Source: an optimization exercise on an open RTL-to-GDS flow (aim: small area, a short achievable clock period and few clock cycles). Production flows keep margins and buffers that such runs may drop.
The RTL was checked by simulation tests, not by an equivalence proof against the original design.

==> v10: inputs <==
## arithmetic_encoder_bitstream
module arithmetic_encoder_bitstream
(
   input  wire logic        clock,
   input  wire logic        reset,
   input  wire logic        req_tvalid,
   output logic             req_tready,
   input  wire logic [63:0] req_tdata,    
   input  wire logic [0:0]  req_tuser,    
   output logic             rsp_tvalid,
   input  wire logic        rsp_tready,
   output logic [7:0]       rsp_tdata,    
   output logic             rsp_tlast,
   output logic [1:0]       rsp_tuser,    
   input  wire logic        csr_valid,
   output logic             csr_ready,
   input  wire logic [4:0]  csr_wdata
);
==> module abe_back, before the edit <==
module abe_back
(
   input  wire logic          clock,
   input  wire logic          reset,
   input  wire logic [4:0]    prec,
   input  wire logic          r_valid,
   input  wire logic [1:0]    r_kind,
   input  wire logic [15:0]   r_cl,
   input  wire logic [15:0]   r_ch,
   input  wire logic          r_chn,
   input  wire logic          r_two,
   output logic               r_pop,
   output logic               r_chunk,
   input  wire logic          e_free,
   output logic               d_load,
   output logic [1:0]         d_type,
   output logic [6:0]         d_pos,       
   output logic               d_carry,
   output logic [30:0]        lo_q,
   output logic [6:0]         top_q        
);
   logic [30:0] s_ff, lo_ff;
   logic [31:0] hi_sum;
   logic [6:0]  tw_ff;                     
   logic        pass_ff;
   logic [46:0] accl_ff, acch_ff;
   logic [4:0]  m;
   logic [4:0]  bl;
   logic [30:0] dx;
   logic [6:0]  tp1;
   logic        lt;
   logic [4:0]  k, sh;
   logic [5:0]  shamt;
   logic [7:0]  twp1;
   logic        ovf;
   logic [30:0] lw;
   logic [31:0] addl, addh;
   logic [46:0] rl, rh;
   logic [62:0] xl, xh;
   logic [30:0] ql, qh;
   logic [31:0] lsum;
   logic [30:0] s_new;
   always_comb begin
      m = '0;
      for (int i = 0; i < 31; i++) begin
         if (s_ff[i]) m = 5'(i);
      end
   end
   assign hi_sum = {1'b0, lo_ff} + {1'b0, s_ff} - 32'd1;
   assign dx     = lo_ff ^ hi_sum[30:0];
   always_comb begin
      bl = '0;
      for (int i = 0; i < 31; i++) begin
         if (dx[i]) bl = 5'(i + 1);
      end
   end
   assign tp1 = (hi_sum[31] && tw_ff >= 7'd32) ? tw_ff : {2'b00, bl};
   assign lt    = (m < prec);
   assign k     = lt ? prec - m : 5'd0;
   assign sh    = lt ? m : prec;
   assign shamt = pass_ff ? {1'b0, sh} : {1'b0, sh} + 6'd16;
   assign twp1  = {1'b0, tp1} + {3'b000, k};
   assign ovf   = (k != '0) && hi_sum[31] && ({1'b0, tw_ff} + {3'b000, k} > 8'd64);
   assign lw    = lo_ff << k;
   assign addl = pass_ff ? {1'b0, accl_ff[46:16]} : 32'd0;
   assign addh = pass_ff ? {1'b0, acch_ff[46:16]} : (r_chn ? {1'b0, s_ff} : 32'd0);
   abe_mac u_macl (.a(s_ff), .b(r_cl), .c(addl), .r(rl));
   abe_mac u_mach (.a(s_ff), .b(r_ch), .c(addh), .r(rh));
   assign xl   = {rl, pass_ff ? accl_ff[15:0] : 16'd0};
   assign xh   = {rh, pass_ff ? acch_ff[15:0] : 16'd0};
   abe_shr u_shrl (.x(xl), .sh(shamt), .q(ql));
   abe_shr u_shrh (.x(xh), .sh(shamt), .q(qh));
   abe_add u_snew (.a(qh), .b(~ql), .cin(1'b1), .s(s_new), .cout());
   abe_add u_lsum (.a(lw), .b(ql), .cin(1'b0), .s(lsum[30:0]), .cout(lsum[31]));
   logic is_enc, is_bad, is_fin, do_pass1, do_enc, do_ovf, do_bad, do_fin;
   assign is_enc   = r_valid && (r_kind == abe_pkg::KIND_ENCODE);
   assign is_bad   = r_valid && (r_kind == abe_pkg::KIND_BAD);
   assign is_fin   = r_valid && (r_kind == abe_pkg::KIND_FINISH);
   assign do_ovf   = is_enc && ovf && (!r_two || pass_ff) && e_free;
   assign do_pass1 = is_enc && r_two && !pass_ff;
   assign do_enc   = is_enc && !ovf && (!r_two || pass_ff) && e_free;
   assign do_bad   = is_bad && e_free;
   assign do_fin   = is_fin && e_free;
   assign r_pop   = e_free && (is_bad || is_fin || (is_enc && (!r_two || pass_ff)));
   assign r_chunk = do_pass1;
   assign d_load  = r_pop;
   assign d_type  = do_fin ? abe_pkg::DESC_FINISH :
                    do_bad ? abe_pkg::DESC_BAD :
                    do_ovf ? abe_pkg::DESC_OVF : abe_pkg::DESC_ENCODE;
   assign d_pos   = do_fin ? tp1 : twp1[6:0];
   assign d_carry = do_fin ? 1'b0 : lsum[31];
   always_ff @(posedge clock) begin
      if (reset) begin
         s_ff     <= 31'd1;
         lo_ff    <= '0;
         tw_ff    <= '0;
         pass_ff  <= 1'b0;
      end else begin
         if (do_enc) begin
            s_ff     <= s_new;
            lo_ff    <= lsum[30:0];
            tw_ff    <= twp1[6:0];
            pass_ff  <= 1'b0;
         end else if (do_fin) begin
            s_ff     <= 31'd1;
            tw_ff    <= '0;
         end else if (do_pass1) begin
            pass_ff  <= 1'b1;
         end else if (r_pop) begin
            pass_ff  <= 1'b0;
         end
      end
   end
   always_ff @(posedge clock) begin
      if (do_pass1) begin
         accl_ff <= rl;
         acch_ff <= rh;
      end
   end
   assign lo_q  = lo_ff;
   assign top_q = tp1;
endmodule
==> module abe_mac, before the edit <==
module abe_mac
(
   input  wire logic [30:0]   a,
   input  wire logic [15:0]   b,
   input  wire logic [31:0]   c,
   output logic [46:0]        r
);
   logic [46:0] a_w, b_w;
   assign a_w = {16'd0, a};
   assign b_w = {31'd0, b};
   assign r   = a_w * b_w + {15'd0, c};
endmodule
==> module abe_shr, before the edit <==
module abe_shr
(
   input  wire logic [62:0]   x,
   input  wire logic [5:0]    sh,
   output logic [30:0]        q
);
   logic [62:0] t;
   assign t = x >> sh;
   assign q = t[30:0];
endmodule
==> module abe_add, before the edit <==
module abe_add
(
   input  wire logic [30:0]   a,
   input  wire logic [30:0]   b,
   input  wire logic          cin,
   output logic [30:0]        s,
   output logic               cout
);
   assign {cout, s} = {1'b0, a} + {1'b0, b} + {31'd0, cin};
endmodule
Settings: LEC_CHECK=0, CAP_MARGIN=20, CORE_MARGIN=2, CORE_UTILIZATION=45, SLEW_MARGIN=20, SYNTH_HIERARCHICAL=1; clock period 11.0 ns.
run.sh (not shown) runs the stock make flow with config.mk's settings and CLKGATE_MAP_FILE= SYNTH_SCRIPT=/design/flow/synth_recipe.tcl, a recipe that flattens the netlist after the stock synthesis.
==> v21 (differences from v10) <==
--- a/flow/design.v
+++ b/flow/design.v
@@ -311,14 +311,21 @@
    assign lw    = lo_ff << k;
    assign addl = pass_ff ? {1'b0, accl_ff[46:16]} : 32'd0;
    assign addh = pass_ff ? {1'b0, acch_ff[46:16]} : (r_chn ? {1'b0, s_ff} : 32'd0);
-   abe_mac u_macl (.a(s_ff), .b(r_cl), .c(addl), .r(rl));
-   abe_mac u_mach (.a(s_ff), .b(r_ch), .c(addh), .r(rh));
+   logic [46:0] s_w, cl_w, ch_w;
+   logic [62:0] xls, xhs;
+   assign s_w  = {16'd0, s_ff};
+   assign cl_w = {31'd0, r_cl};
+   assign ch_w = {31'd0, r_ch};
+   assign rl   = s_w * cl_w + {15'd0, addl};
+   assign rh   = s_w * ch_w + {15'd0, addh};
    assign xl   = {rl, pass_ff ? accl_ff[15:0] : 16'd0};
    assign xh   = {rh, pass_ff ? acch_ff[15:0] : 16'd0};
-   abe_shr u_shrl (.x(xl), .sh(shamt), .q(ql));
-   abe_shr u_shrh (.x(xh), .sh(shamt), .q(qh));
-   abe_add u_snew (.a(qh), .b(~ql), .cin(1'b1), .s(s_new), .cout());
-   abe_add u_lsum (.a(lw), .b(ql), .cin(1'b0), .s(lsum[30:0]), .cout(lsum[31]));
+   assign xls  = xl >> shamt;
+   assign xhs  = xh >> shamt;
+   assign ql   = xls[30:0];
+   assign qh   = xhs[30:0];
+   assign s_new = qh - ql;
+   assign lsum  = {1'b0, lw} + {1'b0, ql};
    logic is_enc, is_bad, is_fin, do_pass1, do_enc, do_ovf, do_bad, do_fin;
    assign is_enc   = r_valid && (r_kind == abe_pkg::KIND_ENCODE);
    assign is_bad   = r_valid && (r_kind == abe_pkg::KIND_BAD);
@@ -369,44 +376,6 @@
 endmodule
 `default_nettype wire
 `default_nettype none
-module abe_mac
-(
-   input  wire logic [30:0]   a,
-   input  wire logic [15:0]   b,
-   input  wire logic [31:0]   c,
-   output logic [46:0]        r
-);
-   logic [46:0] a_w, b_w;
-   assign a_w = {16'd0, a};
-   assign b_w = {31'd0, b};
-   assign r   = a_w * b_w + {15'd0, c};
-endmodule
-`default_nettype wire
-`default_nettype none
-module abe_shr
-(
-   input  wire logic [62:0]   x,
-   input  wire logic [5:0]    sh,
-   output logic [30:0]        q
-);
-   logic [62:0] t;
-   assign t = x >> sh;
-   assign q = t[30:0];
-endmodule
-`default_nettype wire
-`default_nettype none
-module abe_add
-(
-   input  wire logic [30:0]   a,
-   input  wire logic [30:0]   b,
-   input  wire logic          cin,
-   output logic [30:0]        s,
-   output logic               cout
-);
-   assign {cout, s} = {1'b0, a} + {1'b0, b} + {31'd0, cin};
-endmodule
-`default_nettype wire
-`default_nettype none
 module arithmetic_encoder_bitstream
 (
    input  wire logic        clock,
--- a/flow/config.mk
+++ b/flow/config.mk
@@ -7,6 +7,5 @@
 export LEC_CHECK = 0
 export CAP_MARGIN = 20
 export CORE_MARGIN = 2
-export CORE_UTILIZATION = 45
+export CORE_UTILIZATION = 60
 export SLEW_MARGIN = 20
-export SYNTH_HIERARCHICAL = 1
==> v39 (differences from v10) <==
--- a/flow/design.v
+++ b/flow/design.v
@@ -311,14 +311,21 @@
    assign lw    = lo_ff << k;
    assign addl = pass_ff ? {1'b0, accl_ff[46:16]} : 32'd0;
    assign addh = pass_ff ? {1'b0, acch_ff[46:16]} : (r_chn ? {1'b0, s_ff} : 32'd0);
-   abe_mac u_macl (.a(s_ff), .b(r_cl), .c(addl), .r(rl));
-   abe_mac u_mach (.a(s_ff), .b(r_ch), .c(addh), .r(rh));
+   logic [46:0] s_w, cl_w, ch_w;
+   logic [62:0] xls, xhs;
+   assign s_w  = {16'd0, s_ff};
+   assign cl_w = {31'd0, r_cl};
+   assign ch_w = {31'd0, r_ch};
+   assign rl   = s_w * cl_w + {15'd0, addl};
+   assign rh   = s_w * ch_w + {15'd0, addh};
    assign xl   = {rl, pass_ff ? accl_ff[15:0] : 16'd0};
    assign xh   = {rh, pass_ff ? acch_ff[15:0] : 16'd0};
-   abe_shr u_shrl (.x(xl), .sh(shamt), .q(ql));
-   abe_shr u_shrh (.x(xh), .sh(shamt), .q(qh));
-   abe_add u_snew (.a(qh), .b(~ql), .cin(1'b1), .s(s_new), .cout());
-   abe_add u_lsum (.a(lw), .b(ql), .cin(1'b0), .s(lsum[30:0]), .cout(lsum[31]));
+   assign xls  = xl >> shamt;
+   assign xhs  = xh >> shamt;
+   assign ql   = xls[30:0];
+   assign qh   = xhs[30:0];
+   assign s_new = qh - ql;
+   assign lsum  = {1'b0, lw} + {1'b0, ql};
    logic is_enc, is_bad, is_fin, do_pass1, do_enc, do_ovf, do_bad, do_fin;
    assign is_enc   = r_valid && (r_kind == abe_pkg::KIND_ENCODE);
    assign is_bad   = r_valid && (r_kind == abe_pkg::KIND_BAD);
@@ -369,44 +376,6 @@
 endmodule
 `default_nettype wire
 `default_nettype none
-module abe_mac
-(
-   input  wire logic [30:0]   a,
-   input  wire logic [15:0]   b,
-   input  wire logic [31:0]   c,
-   output logic [46:0]        r
-);
-   logic [46:0] a_w, b_w;
-   assign a_w = {16'd0, a};
-   assign b_w = {31'd0, b};
-   assign r   = a_w * b_w + {15'd0, c};
-endmodule
-`default_nettype wire
-`default_nettype none
-module abe_shr
-(
-   input  wire logic [62:0]   x,
-   input  wire logic [5:0]    sh,
-   output logic [30:0]        q
-);
-   logic [62:0] t;
-   assign t = x >> sh;
-   assign q = t[30:0];
-endmodule
-`default_nettype wire
-`default_nettype none
-module abe_add
-(
-   input  wire logic [30:0]   a,
-   input  wire logic [30:0]   b,
-   input  wire logic          cin,
-   output logic [30:0]        s,
-   output logic               cout
-);
-   assign {cout, s} = {1'b0, a} + {1'b0, b} + {31'd0, cin};
-endmodule
-`default_nettype wire
-`default_nettype none
 module arithmetic_encoder_bitstream
 (
    input  wire logic        clock,
--- a/flow/config.mk
+++ b/flow/config.mk
@@ -9,4 +9,3 @@
 export CORE_MARGIN = 2
 export CORE_UTILIZATION = 45
 export SLEW_MARGIN = 20
-export SYNTH_HIERARCHICAL = 1
==> v35 (differences from v10) <==
--- a/flow/design.v
+++ b/flow/design.v
@@ -311,14 +311,21 @@
    assign lw    = lo_ff << k;
    assign addl = pass_ff ? {1'b0, accl_ff[46:16]} : 32'd0;
    assign addh = pass_ff ? {1'b0, acch_ff[46:16]} : (r_chn ? {1'b0, s_ff} : 32'd0);
-   abe_mac u_macl (.a(s_ff), .b(r_cl), .c(addl), .r(rl));
-   abe_mac u_mach (.a(s_ff), .b(r_ch), .c(addh), .r(rh));
+   logic [46:0] s_w, cl_w, ch_w;
+   logic [62:0] xls, xhs;
+   assign s_w  = {16'd0, s_ff};
+   assign cl_w = {31'd0, r_cl};
+   assign ch_w = {31'd0, r_ch};
+   assign rl   = s_w * cl_w + {15'd0, addl};
+   assign rh   = s_w * ch_w + {15'd0, addh};
    assign xl   = {rl, pass_ff ? accl_ff[15:0] : 16'd0};
    assign xh   = {rh, pass_ff ? acch_ff[15:0] : 16'd0};
-   abe_shr u_shrl (.x(xl), .sh(shamt), .q(ql));
-   abe_shr u_shrh (.x(xh), .sh(shamt), .q(qh));
-   abe_add u_snew (.a(qh), .b(~ql), .cin(1'b1), .s(s_new), .cout());
-   abe_add u_lsum (.a(lw), .b(ql), .cin(1'b0), .s(lsum[30:0]), .cout(lsum[31]));
+   assign xls  = xl >> shamt;
+   assign xhs  = xh >> shamt;
+   assign ql   = xls[30:0];
+   assign qh   = xhs[30:0];
+   assign s_new = qh - ql;
+   assign lsum  = {1'b0, lw} + {1'b0, ql};
    logic is_enc, is_bad, is_fin, do_pass1, do_enc, do_ovf, do_bad, do_fin;
    assign is_enc   = r_valid && (r_kind == abe_pkg::KIND_ENCODE);
    assign is_bad   = r_valid && (r_kind == abe_pkg::KIND_BAD);
@@ -369,44 +376,6 @@
 endmodule
 `default_nettype wire
 `default_nettype none
-module abe_mac
-(
-   input  wire logic [30:0]   a,
-   input  wire logic [15:0]   b,
-   input  wire logic [31:0]   c,
-   output logic [46:0]        r
-);
-   logic [46:0] a_w, b_w;
-   assign a_w = {16'd0, a};
-   assign b_w = {31'd0, b};
-   assign r   = a_w * b_w + {15'd0, c};
-endmodule
-`default_nettype wire
-`default_nettype none
-module abe_shr
-(
-   input  wire logic [62:0]   x,
-   input  wire logic [5:0]    sh,
-   output logic [30:0]        q
-);
-   logic [62:0] t;
-   assign t = x >> sh;
-   assign q = t[30:0];
-endmodule
-`default_nettype wire
-`default_nettype none
-module abe_add
-(
-   input  wire logic [30:0]   a,
-   input  wire logic [30:0]   b,
-   input  wire logic          cin,
-   output logic [30:0]        s,
-   output logic               cout
-);
-   assign {cout, s} = {1'b0, a} + {1'b0, b} + {31'd0, cin};
-endmodule
-`default_nettype wire
-`default_nettype none
 module arithmetic_encoder_bitstream
 (
    input  wire logic        clock,
--- a/flow/config.mk
+++ b/flow/config.mk
@@ -9,4 +9,4 @@
 export CORE_MARGIN = 2
 export CORE_UTILIZATION = 45
 export SLEW_MARGIN = 20
-export SYNTH_HIERARCHICAL = 1
+export TNS_END_PERCENT = 5
==> comparison table <==
item	v21	v39	v35	v10
Outcome	timing/DRC/antenna clean	timing/DRC/antenna clean	timing/DRC/antenna clean	timing/DRC/antenna clean
Most frequent standard cell in the layout excluding fill and tap cells	nand2_1	nand2_1	nand2_1	inv_1
Post-route fraction of the period consumed by the critical path	97.7%	97.0%	96.8%	96.4%
Adder and majority gate portion of the synthesized area	35.7%	35.7%	35.7%	-
Synthesized flop and latch total	317	317	317	-
FF-to-FF setup slack	0.25 ns	0.33 ns	0.35 ns	0.39 ns
Max layer used	met5	met5	met5	met4
Largest net degree at the start of global routing	70	74	74	75
Multi-input combinational cell count	5986	5986	5986	5954
Total inserted antenna cells	4	1	0	0
Global-route met3 utilization	6.73%	4.51%	4.51%	6.21%
Cell area after placement	0.0734 mm^2	0.0740 mm^2	0.0740 mm^2	0.0759 mm^2
Testbench counts of v10, summed over its fixed seeds: cycles 5,106.
Testbench counts of v21, summed over its fixed seeds: cycles 5,106.
Testbench counts of v39, summed over its fixed seeds: cycles 5,106.
Testbench counts of v35, summed over its fixed seeds: cycles 5,106.

==> what the ideal ports hide <==
How much do the figures lean on ideal ports? The routed layouts below were timed once more, with nothing changed but the port constraints.
Step 1, drivers: a clkbuf_16 drives clock and a buf_2 each remaining input, both assumed.
Step 2 times the ports against the registers' clock, not the clock port: input delays grow and output delays shrink by t, the midpoint of the rising clock arrivals with the driver on.
Three values: ideal ports, drivers, drivers and shift; two values: the first two.
run | t (ns) | setup WS [ns] | hold WS [ns]
v10 | 0.744 | 0.393 / 0.393 / 0.393 | 0.421 / 0.421 / 0.421
v21 | 0.691 | 0.252 / 0.252 / 0.252 | 0.428 / 0.428 / 0.428
v39 | 0.704 | 0.333 / 0.333 / 0.333 | 0.423 / 0.423 / 0.423
v35 | 0.704 | 0.351 / 0.351 / 0.351 | 0.424 / 0.424 / 0.424
After both steps setup and hold are still met in every run listed.
